This design comes from an exercise in tuning for small area and a short achievable clock period on the open sky130 flow, not from production work.
Where RTL was checked, it was by simulation tests only, not by an equivalence proof against the original.
Power is estimated from default activity; no workload was simulated.

==> job 7174: inputs <==
==> flow/design.v <==
module drp_responder #(
    parameter int LATENCY = 4    
) (
    input  logic        clk,
    input  logic        rst,
    input  logic        den,
    input  logic        dwe,
    input  logic [6:0]  daddr,
    input  logic [15:0] di,
    output logic [15:0] drp_do,
    output logic        drdy,
    input  logic        sample_valid,
    input  logic [5:0]  sample_chan,
    input  logic [11:0] sample_data,
    output logic        proto_err
);
    logic        p1, p2, p3;
    logic        busy, accept;   
    logic [7:0]  a_hi;       
    logic [15:0] a_lo;       
    logic        we_r;
    logic [15:0] di_r;
    logic [3:0]  s_hi;       
    logic [15:0] s_lo;       
    logic [11:0] s_d;
    logic        rst_r;
    logic [11:0] meas [64];
    logic [15:0] cfg  [64];
    logic [15:0] rd_data;
    logic [15:0] h_rdata;
    assign accept = den & ~busy & ~rst;
    always_ff @(posedge clk) begin
        if (rst) begin
            busy      <= 1'b0;
            p1        <= 1'b0;
            p2        <= 1'b0;
            p3        <= 1'b0;
            drdy      <= 1'b0;
            proto_err <= 1'b0;
            s_hi      <= 4'h0;
            s_d       <= 12'h000;
            di_r      <= 16'h0000;
        end else begin
            busy      <= accept | p1 | p2 | p3;
            p1        <= accept;
            p2        <= p1;
            p3        <= p2;
            drdy      <= p3;
            proto_err <= proto_err | (den & busy);
            s_hi      <= sample_valid ? 4'b1 << sample_chan[5:4] : 4'h0;
            s_d       <= sample_data;
            di_r      <= di;
        end
    end
    always_ff @(posedge clk) begin
        rst_r <= rst;
        a_hi  <= 8'b1 << daddr[6:4];
        a_lo  <= 16'b1 << daddr[3:0];
        we_r  <= dwe;
        s_lo  <= 16'b1 << sample_chan[3:0];
    end
    logic [7:0]  g_sel;
    logic [15:0] gw_r [4];
    assign g_sel = we_r ? 8'h00 : a_hi;
    always_ff @(posedge clk) begin
        for (int j = 0; j < 4; j++) begin
            logic [11:0] gm;
            logic [15:0] gc;
            gm = 12'h000;
            gc = 16'h0000;
            for (int i = 0; i < 16; i++) begin
                gm = gm | ({12{a_lo[i]}} & meas[16*j + i]);
                gc = gc | ({16{a_lo[i]}} & cfg[16*j + i]);
            end
            gw_r[j] <= ({16{g_sel[j]}} & {gm, 4'b0000}) | ({16{g_sel[4 + j]}} & gc);
        end
    end
    assign rd_data = gw_r[0] | gw_r[1] | gw_r[2] | gw_r[3];
    always_ff @(posedge clk) begin
        if (p2) h_rdata <= rd_data;
    end
    always_ff @(posedge clk) begin
        if (rst || !p3) drp_do <= 16'h0000;
        else            drp_do <= h_rdata;
    end
    logic [11:0] m_wd;
    logic [15:0] c_wd;
    assign m_wd = s_d;
    assign c_wd = di_r;
    for (genvar g = 0; g < 64; g++) begin : g_regs
        logic m_ld, c_ld;
        assign m_ld = rst_r | (s_hi[g / 16] && s_lo[g % 16]);
        assign c_ld = rst_r | (p1 && we_r && a_hi[4 + g / 16] && a_lo[g % 16]);
        always_ff @(posedge clk) begin
            if (m_ld) meas[g] <= m_wd;
        end
        always_ff @(posedge clk) begin
            if (c_ld) cfg[g] <= c_wd;
        end
    end
endmodule
==> flow/run.sh <==
#!/bin/bash
# synth_recipe.tcl (not shown) runs the flow's synth.tcl, then flattens the netlist and writes it again
# the make line also repeats each setting of config.mk as NAME=value (left out here)
make -C /OpenROAD-flow-scripts/flow DESIGN_CONFIG=/design/flow/config.mk WORK_HOME=/design/flow/orfs CLKGATE_MAP_FILE= SYNTH_SCRIPT=/design/flow/synth_recipe.tcl finish
==> flow/config.mk <==
export PLATFORM = sky130hd
export DESIGN_NAME = drp_responder
export DESIGN_NICKNAME = drp_responder
export VERILOG_FILES = /design/flow/design.v
export SDC_FILE = /design/flow/constraint.sdc
export NUM_CORES = 4
export LEC_CHECK = 0
export CAP_MARGIN = 20
export CORE_MARGIN = 2
export CORE_UTILIZATION = 55
export CTS_CLUSTER_DIAMETER = 200
export CTS_CLUSTER_SIZE = 25
export SETUP_SLACK_MARGIN = 2.2
export SLEW_MARGIN = 20
==> flow/constraint.sdc <==
create_clock -name core_clock -period 4.0 [get_ports {clk}]
set_input_delay 0.8000 -clock core_clock [delete_from_list [all_inputs] [get_ports {clk}]]
set_output_delay 0.8000 -clock core_clock [all_outputs]
set_load 0.01 [all_outputs]
==> job 1880 (differences from job 7174) <==
--- a/flow/design.v
+++ b/flow/design.v
@@ -60,7 +60,8 @@
         s_lo  <= 16'b1 << sample_chan[3:0];
     end
     logic [7:0]  g_sel;
-    logic [15:0] gw_r [4];
+    logic [11:0] gm_r [4];
+    logic [15:0] gc_r [4];
     assign g_sel = we_r ? 8'h00 : a_hi;
     always_ff @(posedge clk) begin
         for (int j = 0; j < 4; j++) begin
@@ -72,10 +73,16 @@
                 gm = gm | ({12{a_lo[i]}} & meas[16*j + i]);
                 gc = gc | ({16{a_lo[i]}} & cfg[16*j + i]);
             end
-            gw_r[j] <= ({16{g_sel[j]}} & {gm, 4'b0000}) | ({16{g_sel[4 + j]}} & gc);
+            gm_r[j] <= {12{g_sel[j]}} & gm;
+            gc_r[j] <= {16{g_sel[4 + j]}} & gc;
         end
     end
-    assign rd_data = gw_r[0] | gw_r[1] | gw_r[2] | gw_r[3];
+    always_comb begin
+        rd_data = 16'h0000;
+        for (int j = 0; j < 4; j++) begin
+            rd_data = rd_data | {gm_r[j], 4'b0000} | gc_r[j];
+        end
+    end
     always_ff @(posedge clk) begin
         if (p2) h_rdata <= rd_data;
     end
==> job 692 (differences from job 7174) <==
==> flow/design.v, changed modules only <==
module drp_responder #(
    parameter int LATENCY = 4    
) (
    input  logic        clk,
    input  logic        rst,
    input  logic        den,
    input  logic        dwe,
    input  logic [6:0]  daddr,
    input  logic [15:0] di,
    output logic [15:0] drp_do,
    output logic        drdy,
    input  logic        sample_valid,
    input  logic [5:0]  sample_chan,
    input  logic [11:0] sample_data,
    output logic        proto_err
);
    logic        p1, p2, p3;
    logic        busy, accept;   
    logic [7:0]  a_hi;       
    logic [15:0] a_lo;       
    logic [3:0]  w_hi;       
    logic [15:0] di_r;
    logic [3:0]  s_hi;       
    logic [15:0] s_lo;       
    logic [11:0] s_d;
    logic [11:0] meas [64];
    logic [15:0] cfg  [64];
    logic [15:0] rd_data;
    logic [15:0] h_rdata;
    assign accept = den & ~busy & ~rst;
    always_ff @(posedge clk) begin
        if (rst) begin
            busy      <= 1'b0;
            p1        <= 1'b0;
            p2        <= 1'b0;
            p3        <= 1'b0;
            drdy      <= 1'b0;
            proto_err <= 1'b0;
            s_hi      <= 4'hf;
            s_lo      <= 16'hffff;
            w_hi      <= 4'hf;
            a_lo      <= 16'hffff;
            s_d       <= 12'h000;
            di_r      <= 16'h0000;
        end else begin
            busy      <= accept | p1 | p2 | p3;
            p1        <= accept;
            p2        <= p1;
            p3        <= p2;
            drdy      <= p3;
            proto_err <= proto_err | (den & busy);
            s_hi      <= sample_valid ? 4'b1 << sample_chan[5:4] : 4'h0;
            s_lo      <= 16'b1 << sample_chan[3:0];
            w_hi      <= (accept && dwe && daddr[6]) ? 4'b1 << daddr[5:4] : 4'h0;
            a_lo      <= 16'b1 << daddr[3:0];
            s_d       <= sample_data;
            di_r      <= di;
        end
    end
    always_ff @(posedge clk) begin
        a_hi  <= dwe ? 8'h00 : 8'b1 << daddr[6:4];
    end
    logic [7:0]  g_sel;
    logic [11:0] gm_r [4];
    logic [15:0] gc_r [4];
    assign g_sel = a_hi;
    always_ff @(posedge clk) begin
        for (int j = 0; j < 4; j++) begin
            logic [11:0] gm;
            logic [15:0] gc;
            gm = 12'h000;
            gc = 16'h0000;
            for (int i = 0; i < 16; i++) begin
                gm = gm | ({12{a_lo[i]}} & meas[16*j + i]);
                gc = gc | ({16{a_lo[i]}} & cfg[16*j + i]);
            end
            gm_r[j] <= {12{g_sel[j]}} & gm;
            gc_r[j] <= {16{g_sel[4 + j]}} & gc;
        end
    end
    always_comb begin
        rd_data = 16'h0000;
        for (int j = 0; j < 4; j++) begin
            rd_data = rd_data | {gm_r[j], 4'b0000} | gc_r[j];
        end
    end
    always_ff @(posedge clk) begin
        if (p2) h_rdata <= rd_data;
    end
    always_ff @(posedge clk) begin
        if (rst || !p3) drp_do <= 16'h0000;
        else            drp_do <= h_rdata;
    end
    logic [11:0] m_wd;
    logic [15:0] c_wd;
    assign m_wd = s_d;
    assign c_wd = di_r;
    for (genvar g = 0; g < 64; g++) begin : g_regs
        logic m_ld, c_ld;
        assign m_ld = s_hi[g / 16] & s_lo[g % 16];
        assign c_ld = w_hi[g / 16] & a_lo[g % 16];
        always_ff @(posedge clk) begin
            if (m_ld) meas[g] <= m_wd;
        end
        always_ff @(posedge clk) begin
            if (c_ld) cfg[g] <= c_wd;
        end
    end
endmodule
==> comparison table <==
quantity	job 7174	job 692	job 1880
Mean routed wirelength per cell	40.3 um	33.7 um	37.7 um
Status	complete, no violations	complete, no violations	complete, no violations
Clock group share of total power	27.7%	27.4%	28.1%
Clk sinks	1968	2018	2016
Signed area change from the synthesized netlist to the final layout	16.2%	9.62%	10.4%
Filler cell count in the final layout	8174	8958	8816
DR WL met3	27100 um	17700 um	23900 um
Synth warnings	4	5	5
Reg area	0.0577 sq mm	0.0586 sq mm	0.0586 sq mm
Drt total wl	219000 um	190000 um	206000 um
Area of the mapped netlist	0.0697 sq mm	0.0711 sq mm	0.0707 sq mm
Fraction of final layout cells with drive strength greater than 1	23.6%	14.4%	15.0%
Peak ir drop on the vdd network	0.359 mV	0.456 mV	0.335 mV
Seq area share	71.2%	75.2%	75.1%
Cell-internal power	29.5 mW	30.2 mW	29.8 mW
Fraction of the mapped netlist area in compound gates	13.2%	12.5%	13.4%
Net switching power	8.62 mW	8.83 mW	8.37 mW
Crit Reg-Reg Startpoint	a_lo[3]	a_lo[11]	gc_r[0][10]
Number of instances in the synthesized netlist	3564	3775	3684
Multi-input gate share of total cell area	17.7%	15.6%	15.7%
Comb pwr share	6.7%	7.3%	5.3%
Function not checked in job 7174 and job 692: the RTL went through the layout flow alone.

==> what the ideal ports hide <==
No port has a modelled driver above. Below, the same layouts with a new extraction and two added sets of constraints.
Step 1, drivers: a clkbuf_16 drives clk and a buf_2 each remaining input, both assumed.
Step 2, shift: input delay + t, output delay - t, t = (earliest + latest rising clock arrival at the registers) / 2. This alone moves slack from input paths to output paths.
a / b / c = ideal ports / drivers / drivers and shift; a / b = the first two.
| run | t (ns) | slack for setup (ns) | hold slack, ns | worst slew at a driven data input, ns |
|---|---|---|---|---|
| job 7174 | 0.793 | 1.937 / 1.856 / 1.614 | 0.454 / 0.454 / 0.454 | 0.12 |
| job 1880 | 0.795 | 1.974 / 1.892 / 1.645 | 0.449 / 0.449 / 0.449 | 0.22 |
| job 692 | 0.782 | 1.940 / 1.856 / 1.688 | 0.435 / 0.435 / 0.435 | 0.23 |
After both steps setup and hold are still met in every run listed. The setup slack of job 1880, which loses most, moves by -0.082 ns with the drivers and by -0.329 ns with both steps.
